This is an optimization exercise on Yosys and OpenROAD, whose aim is small area, a short achievable clock period and few clock cycles per item, not a production implementation. RTL that was checked went through simulation tests only; none was proved equivalent to the original. No activity file was given, so power comes from the tool's default toggle rates.

// group_reverse_reorder_unit
module group_reverse_reorder_unit #(
  parameter int MAX_GROUP  = 16,
  parameter int WORD_WIDTH = 32
) (
  input  logic                                     clk,
  input  logic                                     rst,
  input  logic                                     cfg_we,
  input  logic [grr_pkg::CFG_W-1:0]                cfg_data,
  input  logic                                     s_tvalid,
  output logic                                     s_tready,
  input  logic [((WORD_WIDTH + 7) / 8) * 8 - 1:0]  s_tdata,   
  input  logic                                     s_tlast,
  output logic                                     m_tvalid,
  input  logic                                     m_tready,
  output logic [((WORD_WIDTH + 7) / 8) * 8 - 1:0]  m_tdata,   
  output logic                                     m_tlast
);
Size in the first run: about 1,700 cells after synthesis, roughly 630 flip-flops, ~26,000 µm² of cells after synthesis.
clock: 4.5 ns
lec_check: 0
cap_margin: 20
core_margin: 2
core_utilization: 60
cts_cluster_diameter: 60
cts_cluster_size: 30
place_density: 0.72
setup_slack_margin: 2.5
slew_margin: 20
tns_end_percent: 10
run.sh (not shown) runs the stock make flow with config.mk's settings and CLKGATE_MAP_FILE= SYNTH_SCRIPT=/design/flow/synth_recipe.tcl, a recipe that flattens the netlist after the stock synthesis.
Testbench counts at the start, summed over its fixed seeds: cycles 12,252, items 11,992.
Edit:
--- a/flow/design.v
+++ b/flow/design.v
@@ -41,21 +41,20 @@
   typedef struct packed {
     logic [AW-1:0] start;
     logic          dir;
     logic [AW-1:0] left;
     logic          fin;
   } desc_t;
   logic [grr_pkg::CFG_W-1:0] group_size;
   logic [WORD_WIDTH-1:0] mem [NS];
   logic [NS-1:0]         occ;        
   logic [AW-1:0]         wp;         
-  logic [AW-1:0]         wp_step;    
   logic                  wd;         
   logic [AW-1:0]         gstart;     
   logic [AW-1:0]         fill;       
   logic                  fz;         
   logic                  wf;         
   logic                  rdy;
   logic                  ract;
   logic [NS-1:0]         rsel;       
   logic                  rdir;
   logic [AW-1:0]         rleft;      
@@ -71,38 +70,40 @@
   logic                  close;
   logic                  accept;
   logic                  oload;
   logic                  rd_fire;
   logic                  take;
   logic                  bypass;
   logic                  turn;
   logic                  newd_v;
   desc_t                 newd;
   desc_t                 nxt;
+  logic [AW-1:0]         wp_step;
   logic [AW-1:0]         wp_back;
   logic [AW-1:0]         fill_n;
   logic                  pv0_n;
   logic                  pv1_n;
   logic                  free_n;
   logic [NS-1:0]         rsel_n;
   logic [WORD_WIDTH-1:0] rd_word;
   logic                  k1;         
   logic                  wf2;        
   assign k1       = (grr_pkg::eff_group(group_size, MAX_GROUP) == grr_pkg::CFG_W'(1));
   assign wf2      = (KW'(fill) + KW'(2)) >= KW'(grr_pkg::eff_group(group_size, MAX_GROUP));
   assign close    = wf || s_tlast;
   assign accept   = s_tvalid && rdy;
   assign oload    = !ov || m_tready;
   assign rd_fire  = oload && ract;
   assign take     = !ract || (rd_fire && rl);
   assign bypass   = accept && (wf || (s_tlast && fz)) && !ract && oload;
   assign turn     = bypass && wf;
+  assign wp_step  = wd ? (wp - AW'(1)) : (wp + AW'(1));
   assign wp_back  = wd ? (wp + AW'(1)) : (wp - AW'(1));
   always_comb begin
     newd_v     = accept && close && !(bypass && fz);
     newd.start = gstart;
     newd.dir   = wd;
     newd.left  = fill;
     newd.fin   = s_tlast;
     if (wf) begin
       newd.dir = !wd;
       if (bypass) begin
@@ -181,21 +182,20 @@
   end
   always_ff @(posedge clk) begin
     if (accept) begin
       mem[wp] <= s_tdata[WORD_WIDTH-1:0];
     end
   end
   always_ff @(posedge clk) begin
     if (rst) begin
       occ    <= '0;
       wp     <= '0;
-      wp_step <= AW'(1);
       wd     <= 1'b0;
       gstart <= '0;
       fill   <= '0;
       fz     <= 1'b1;
       wf     <= 1'b0;
       rdy    <= 1'b1;
       ract   <= 1'b0;
       rsel   <= '0;
       pv0    <= 1'b0;
       pv1    <= 1'b0;
@@ -203,26 +203,24 @@
     end else begin
       for (int i = 0; i < NS; i++) begin
         if (rd_fire && rsel[i]) begin
           occ[i] <= 1'b0;
         end
         if (accept && !bypass && wp == AW'(i)) begin
           occ[i] <= 1'b1;
         end
       end
       if (accept && !turn) begin
-        wp      <= wp_step;
-        wp_step <= wd ? (wp_step - AW'(1)) : (wp_step + AW'(1));
+        wp <= wp_step;
       end
       if (turn) begin
-        wd      <= !wd;
-        wp_step <= wp_back;
+        wd <= !wd;
       end
       if (accept && close) begin
         gstart <= turn ? wp : wp_step;
       end
       fill <= fill_n;
       fz   <= (fill_n == '0);
       if (cfg_we) begin
         wf <= (KW'(fill) + KW'(1)) >= KW'(grr_pkg::eff_group(cfg_data, MAX_GROUP));
       end else if (accept) begin
         wf <= close ? k1 : wf2;
Result:
- The changed run finished clean
- total power is higher by 3.5%
- critical path depth does not change
- final cell count is lower by 2.0%
- worst setup slack got worse by 81 ps
- utilization is lower by 0.79 points
- via count is lower by 2.2%
- sequential cell count is lower by 4
- clock-buffer cell count is lower by 4
For the second run of this note, only the layout was checked, not whether the RTL still works.

[static timing again, ports no longer ideal]
In the flow no input, the clock included, has a driving cell. The finished layouts below were timed again as built, in two steps.
Step 1 assumes that a clkbuf_16 drives the clock port and a buf_2 every other input.
Step 2 times the ports against the registers' clock, not the clock port: input delays grow and output delays shrink by t, the midpoint of the rising clock arrivals with the driver on.
Slacks: ideal / step 1 / step 2; pairs: ideal / step 1.
run | t, ns | setup WS [ns] | clock arrival spread, ns
the first run | 0.641 | 2.268 / 2.236 / 1.731 | 0.053 / 0.053
the second run | 0.649 | 2.186 / 2.186 / 1.694 | 0.054 / 0.054
After both steps setup and hold are still met in every run listed. For the first run, which loses most, drivers alone change the setup slack by -0.032 ns; drivers and shift together by -0.537 ns.
